This design comes from an exercise in tuning for small area, a short achievable clock period and few clock cycles per item on the open sky130 flow, not from production work.
The RTL was checked by simulation tests, not by an equivalence proof against the original design.
Power is estimated from default activity; no workload was simulated.

v10:
==> flow/design.v (excerpt) <==
module dual_median_obstacle_detector_unit #(
  parameter int WINDOW = 7
) (
  input  logic                               clk,
  input  logic                               rst_n,
  input  logic                               in_valid,
  output logic                               in_stall,
  input  logic [31:0]                        in_data,
  output logic                               out_valid,
  input  logic                               out_stall,
  output logic [29:0]                        out_data,
  input  logic                               cfg_we,
  input  logic [1:0]                         cfg_index,
  input  logic [dmod_pkg::VAL_W-1:0]         cfg_wdata
);
For scale: about 410 flip-flops, roughly 85 I/O pins, about 0.020 mm² of cells after synthesis.
==> flow/config.mk <==
export PLATFORM = sky130hd
export DESIGN_NAME = dual_median_obstacle_detector_unit
export DESIGN_NICKNAME = dual_median_obstacle_detector_unit
export VERILOG_FILES = /design/flow/design.v
export SDC_FILE = /design/flow/constraint.sdc
export NUM_CORES = 4
export LEC_CHECK = 0
export CAP_MARGIN = 20
export CORE_MARGIN = 2
export CORE_UTILIZATION = 55
export CTS_BUF_LIST = sky130_fd_sc_hd__clkbuf_8
export CTS_CLUSTER_DIAMETER = 60
export CTS_CLUSTER_SIZE = 14
export SETUP_SLACK_MARGIN = 4.6
export SLEW_MARGIN = 20
export SYNTH_HIERARCHICAL = 1
==> flow/constraint.sdc <==
create_clock -name core_clock -period 8.0 [get_ports {clk}]
set_input_delay 1.6000 -clock core_clock [delete_from_list [all_inputs] [get_ports {clk}]]
set_output_delay 1.6000 -clock core_clock [all_outputs]
set_load 0.01 [all_outputs]
standard.sh (not shown) runs the stock make flow with config.mk's settings and CLKGATE_MAP_FILE= SYNTH_SCRIPT=/design/flow/synth_recipe.tcl, a recipe that flattens the netlist after the stock synthesis.
==> flow/flow/run.sh <==
#!/bin/bash
# The standard layout with the port buffers made from buf_2 cells instead of
# the default delay buffers. make's output goes to standard.log; each step's
# tool log is under orfs/logs/.
set -euo pipefail
bash standard.sh "BUFFER_PORTS_ARGS=-buffer_cell sky130_fd_sc_hd__buf_2" finish > standard.log 2>&1
Looking at the reports, v10 completed the entire flow and the layout it produced met the timing, DRC and antenna checks.
Testbench counts of v10, summed over its fixed seeds: cycles 16,024, items 16,000.
Modified inputs, v31 compared to v10
-- flow/config.mk --
<<< v10, line 13
export CTS_CLUSTER_SIZE = 14
export SETUP_SLACK_MARGIN = 4.6
export SLEW_MARGIN = 20
>>> v31, line 13
export CTS_CLUSTER_SIZE = 14
export SETUP_SLACK_MARGIN = 5
export SLEW_MARGIN = 20
==> run notes <==
v31: all stages complete, timing, DRC and antenna checks passed
v31 ends up with lower fraction of area in multi-input gates than v10 does.
v10 and v31 ended up with nearly the same area used by sequential logic in the layout.
When v31 is set beside v10, its reported combinational group power turns out to be about 2% larger.
Diff v10 -> v31 | power per cell area | decrease of 8.8 mW/mm²
Relative to v10, total detailed-routing wirelength has increased by 2.1% in v31.
On count of placed standard cells in the final layout, fillers left out: v31 sits above v10.
Share of cells above drive strength 1 for v31: 2.6 points up relative to v10
v31: global-route wire length before repair is 2100 µm higher than what v10 reported.
What v56 does differently from v31 at the input level:
-- flow/config.mk --
<<< v31, line 9
export CORE_MARGIN = 2
export CORE_UTILIZATION = 55
export CTS_BUF_LIST = sky130_fd_sc_hd__clkbuf_8
>>> v56, line 9
export CORE_MARGIN = 2
export CORE_UTILIZATION = 65
export CTS_BUF_LIST = sky130_fd_sc_hd__clkbuf_8
Between v31 and v56, the difference in clock network area share is negligible. The final cell count reported for v56 is smaller than that of v31 by 72. Going from v31 to v56, total CTS buffers saw a decrease, portion of the clock cycle consumed by the worst path in the final layout saw an increase, final critical-path setup slack saw a decrease, final area saw a decrease, die area saw a decrease. Per the comparison of v56 with v31, estimated wirelength of the detail-placed design shrank by 1900 µm; core occupancy in the finished layout rose by 11 points; maximum number of buffers from clock root to sink held steady. Side by side, clock-buffer cell count turned out higher in v56 than in v31.
The following lists how v3 was set up differently from v56:
==> flow/run.sh (new file) <==
#!/bin/bash
# synth_recipe.tcl (not shown) runs the flow's synth.tcl, then flattens the netlist and writes it again
# the make line also repeats each setting of config.mk as NAME=value (left out here)
make -C /OpenROAD-flow-scripts/flow DESIGN_CONFIG=/design/flow/config.mk WORK_HOME=/design/flow/orfs CLKGATE_MAP_FILE= SYNTH_SCRIPT=/design/flow/synth_recipe.tcl finish
-- flow/config.mk --
<<< v56, line 9
export CORE_MARGIN = 2
export CORE_UTILIZATION = 65
export CTS_BUF_LIST = sky130_fd_sc_hd__clkbuf_8
>>> v3, line 9
export CORE_MARGIN = 2
export CORE_UTILIZATION = 55
export CTS_BUF_LIST = sky130_fd_sc_hd__clkbuf_8
removed: flow/flow/run.sh
removed: flow/standard.sh
Results
Reported for v3 and v56, fraction of synthesis flops using an asynchronous set or reset pin turned out identical to the last digit. Taking v56 as the reference point, the non-clock buffer total of the final layout of v3 rises by 6. Detailed-routed wire length on met2 is higher on v3.

========
Another version of the RTL of dual_median_obstacle_detector_unit (not shown whole).
Size in the first run: ~410 flip-flops, roughly 85 I/O pins, roughly 22000 µm² of cells after synthesis.
// dual_median_obstacle_detector_unit
module dual_median_obstacle_detector_unit #(
  parameter int WINDOW = 7
) (
  input  logic                               clk,
  input  logic                               rst_n,
  input  logic                               in_valid,
  output logic                               in_stall,
  input  logic [31:0]                        in_data,
  output logic                               out_valid,
  input  logic                               out_stall,
  output logic [29:0]                        out_data,
  input  logic                               cfg_we,
  input  logic [1:0]                         cfg_index,
  input  logic [dmod_pkg::VAL_W-1:0]         cfg_wdata
);
  dmod_pkg::dmod_in_t in_s;
  assign in_s = in_data;
  localparam int CNT_W = $clog2(WINDOW + 1);
  logic [VAL_W-1:0] accept_min_r, accept_max_r, stop_dist_r;
  logic [RC_W-1:0]  ready_count_r;
  always_ff @(posedge clk) begin
    if (!rst_n) begin
      accept_min_r  <= ACCEPT_MIN_RST;
      accept_max_r  <= ACCEPT_MAX_RST;
      stop_dist_r   <= STOP_DIST_RST;
      ready_count_r <= READY_COUNT_RST;
    end else if (cfg_we) begin
      unique case (cfg_index)
        CFG_ACCEPT_MIN:  accept_min_r  <= cfg_wdata;
        CFG_ACCEPT_MAX:  accept_max_r  <= cfg_wdata;
        CFG_STOP_DIST:   stop_dist_r   <= cfg_wdata;
        CFG_READY_COUNT: ready_count_r <= cfg_wdata[RC_W-1:0];
        default:         accept_min_r  <= accept_min_r;
      endcase
    end
  end
  logic             in_stall_r;
  logic             a_valid_r;
  logic             in_accept;
  logic             pend_r;       
  logic             skid_valid_r;
  logic             out_valid_r;
  logic             obstacle_r;   
  logic             go, apply, capture, head_free;
  logic             a_valid_nxt, pend_nxt, skid_valid_nxt, out_valid_nxt;
  assign in_accept = in_valid && !in_stall_r;
  assign go        = !pend_r || !skid_valid_r;
  assign apply     = a_valid_r && go;
  assign capture   = pend_r && !skid_valid_r;
  assign head_free = !out_valid_r || !out_stall;
  always_comb begin
  ...
Settings: LEC_CHECK=0, CAP_MARGIN=10, CORE_MARGIN=2, CORE_UTILIZATION=55, CTS_BUF_LIST=sky130_fd_sc_hd__clkbuf_8, CTS_CLUSTER_DIAMETER=60, CTS_CLUSTER_SIZE=14, SETUP_SLACK_MARGIN=5, SLEW_MARGIN=10, SYNTH_HIERARCHICAL=1; clock period 8.0 ns.
run.sh (not shown) runs the stock make flow with config.mk's settings and CLKGATE_MAP_FILE= SYNTH_SCRIPT=/design/flow/synth_recipe.tcl, a recipe that flattens the netlist after the stock synthesis.
Stock flow here: none of the scripts above is used.
Testbench counts at the start, summed over its fixed seeds: cycles 16,024, items 16,000.
Next try:
Settings changed: CAP_MARGIN 10 to 20, CORE_UTILIZATION 55 to 70, SLEW_MARGIN 10 to 20, TNS_END_PERCENT from default to 50.
After rerunning: The changed run went through all stages and came out clean; total power stays flat; setup slack barely changes; non-clock buffer count drops by 2; via count climbs by 3.9%; global-route usage climbs by 6.6 points; combinational power hardly moves; design area drops by 0.39%.
Next try:
Settings changed: CORE_UTILIZATION 70 to 55, TNS_END_PERCENT 50 to default.
Hold slack barely changes.
Final area came out lower by about 0.6%.
Fmax climbs by 3.2%.
Die area rises by about 27%.
Clock skew rises by 0.0049 ns.
Routed wire length drops by about 1.5%.
Setup slack is better by 0.095 ns.
Global-route usage is lower by 6.6 points.
Synthesized cell count does not change.
Next try:
==> flow/flow/run.sh (new file) <==
#!/bin/bash
# The standard layout with the port buffers made from buf_2 cells instead of
# the default delay buffers, and timing repair aimed 5.4 ns below the clock
# period. make's output goes to standard.log; each step's tool log is under
# orfs/logs/.
set -euo pipefail
bash standard.sh "BUFFER_PORTS_ARGS=-buffer_cell sky130_fd_sc_hd__buf_2" SETUP_SLACK_MARGIN=5.4 finish > standard.log 2>&1
==> flow/standard.sh (new file) <==
#!/bin/bash
# synth_recipe.tcl (not shown) runs the flow's synth.tcl, then flattens the netlist and writes it again
# the make line also repeats each setting of config.mk as NAME=value (left out here)
make -C /OpenROAD-flow-scripts/flow DESIGN_CONFIG=/design/flow/config.mk WORK_HOME=/design/flow/orfs CLKGATE_MAP_FILE= SYNTH_SCRIPT=/design/flow/synth_recipe.tcl "${@:-finish}"
Settings changed: SETUP_SLACK_MARGIN 5 to default.
removed: flow/run.sh
After rerunning: Power hardly moves. Setup slack improves by 0.0074 ns. Combinational power grows by about 2%. Maximum frequency is about the same. Clock-buffer cell count decreases by 1. Worst hold slack hardly moves.
Next try:
==> flow/run.sh (new file) <==
#!/bin/bash
# synth_recipe.tcl (not shown) runs the flow's synth.tcl, then flattens the netlist and writes it again
# the make line also repeats each setting of config.mk as NAME=value (left out here)
make -C /OpenROAD-flow-scripts/flow DESIGN_CONFIG=/design/flow/config.mk WORK_HOME=/design/flow/orfs CLKGATE_MAP_FILE= SYNTH_SCRIPT=/design/flow/synth_recipe.tcl finish
Settings changed: CORE_UTILIZATION 55 to 40, SETUP_SLACK_MARGIN from default to 5.
removed: flow/flow/run.sh
removed: flow/standard.sh
Effect: The new run passed the timing, DRC and antenna checks. Combinational power came out lower by about 2%. Routed wire length came out higher by 3.0%. Area after synthesis is unchanged. Sequential power stays flat. Die area came out higher by 37%. Non-clock buffer count came out higher by 11. Power came out higher by 1.7%.

-- afterwards: timing with drivers on the ports --
Ports are ideal in the flow. The routed layouts listed here were re-timed in OpenROAD. Step 1 assumes that a clkbuf_16 drives the clock port and a buf_2 every other input. Step 2 also shifts input and output timing later by t, the mid clock arrival at the registers, as if the neighbouring blocks saw the same clock. Slacks: no drivers / after step 1 / after step 2; pairs: no drivers / after step 1.
run | shift t [ns] | setup WS [ns] | worst setup path at the end | clock arrival spread, ns | pins driven straight from the clock port
v10 | 0.657 | 4.710 / 4.710 / 4.710 | register to register | 0.032 / 0.032 | 1
v31 | 0.663 | 5.012 / 4.998 / 4.800 | input to register | 0.031 / 0.031 | 1
v56 | 0.613 | 4.994 / 4.994 / 4.789 | input to register | 0.023 / 0.023 | 1
v3 | 0.662 | 4.969 / 4.969 / 4.419 | input to register | 0.032 / 0.032 | 1
the first run of note 2 | 0.676 | 4.975 / 4.999 / 4.323 | input to register | 0.030 / 0.030 | 1
the second run of note 2 | 0.617 | 4.975 / 4.925 / 4.408 | input to register | 0.030 / 0.030 | 1
the third run of note 2 | 0.669 | 5.070 / 5.027 / 4.422 | input to register | 0.032 / 0.031 | 1
the fourth run of note 2 | 0.665 | 5.077 / 5.024 / 4.699 | input to register | 0.038 / 0.038 | 1
the fifth run of note 2 | 0.677 | 5.078 / 5.024 / 4.442 | input to register | 0.040 / 0.041 | 1
After both steps every run listed still meets setup and hold. For the first run of note 2, which loses most, drivers alone change the setup slack by +0.024 ns; drivers and shift together by -0.652 ns.
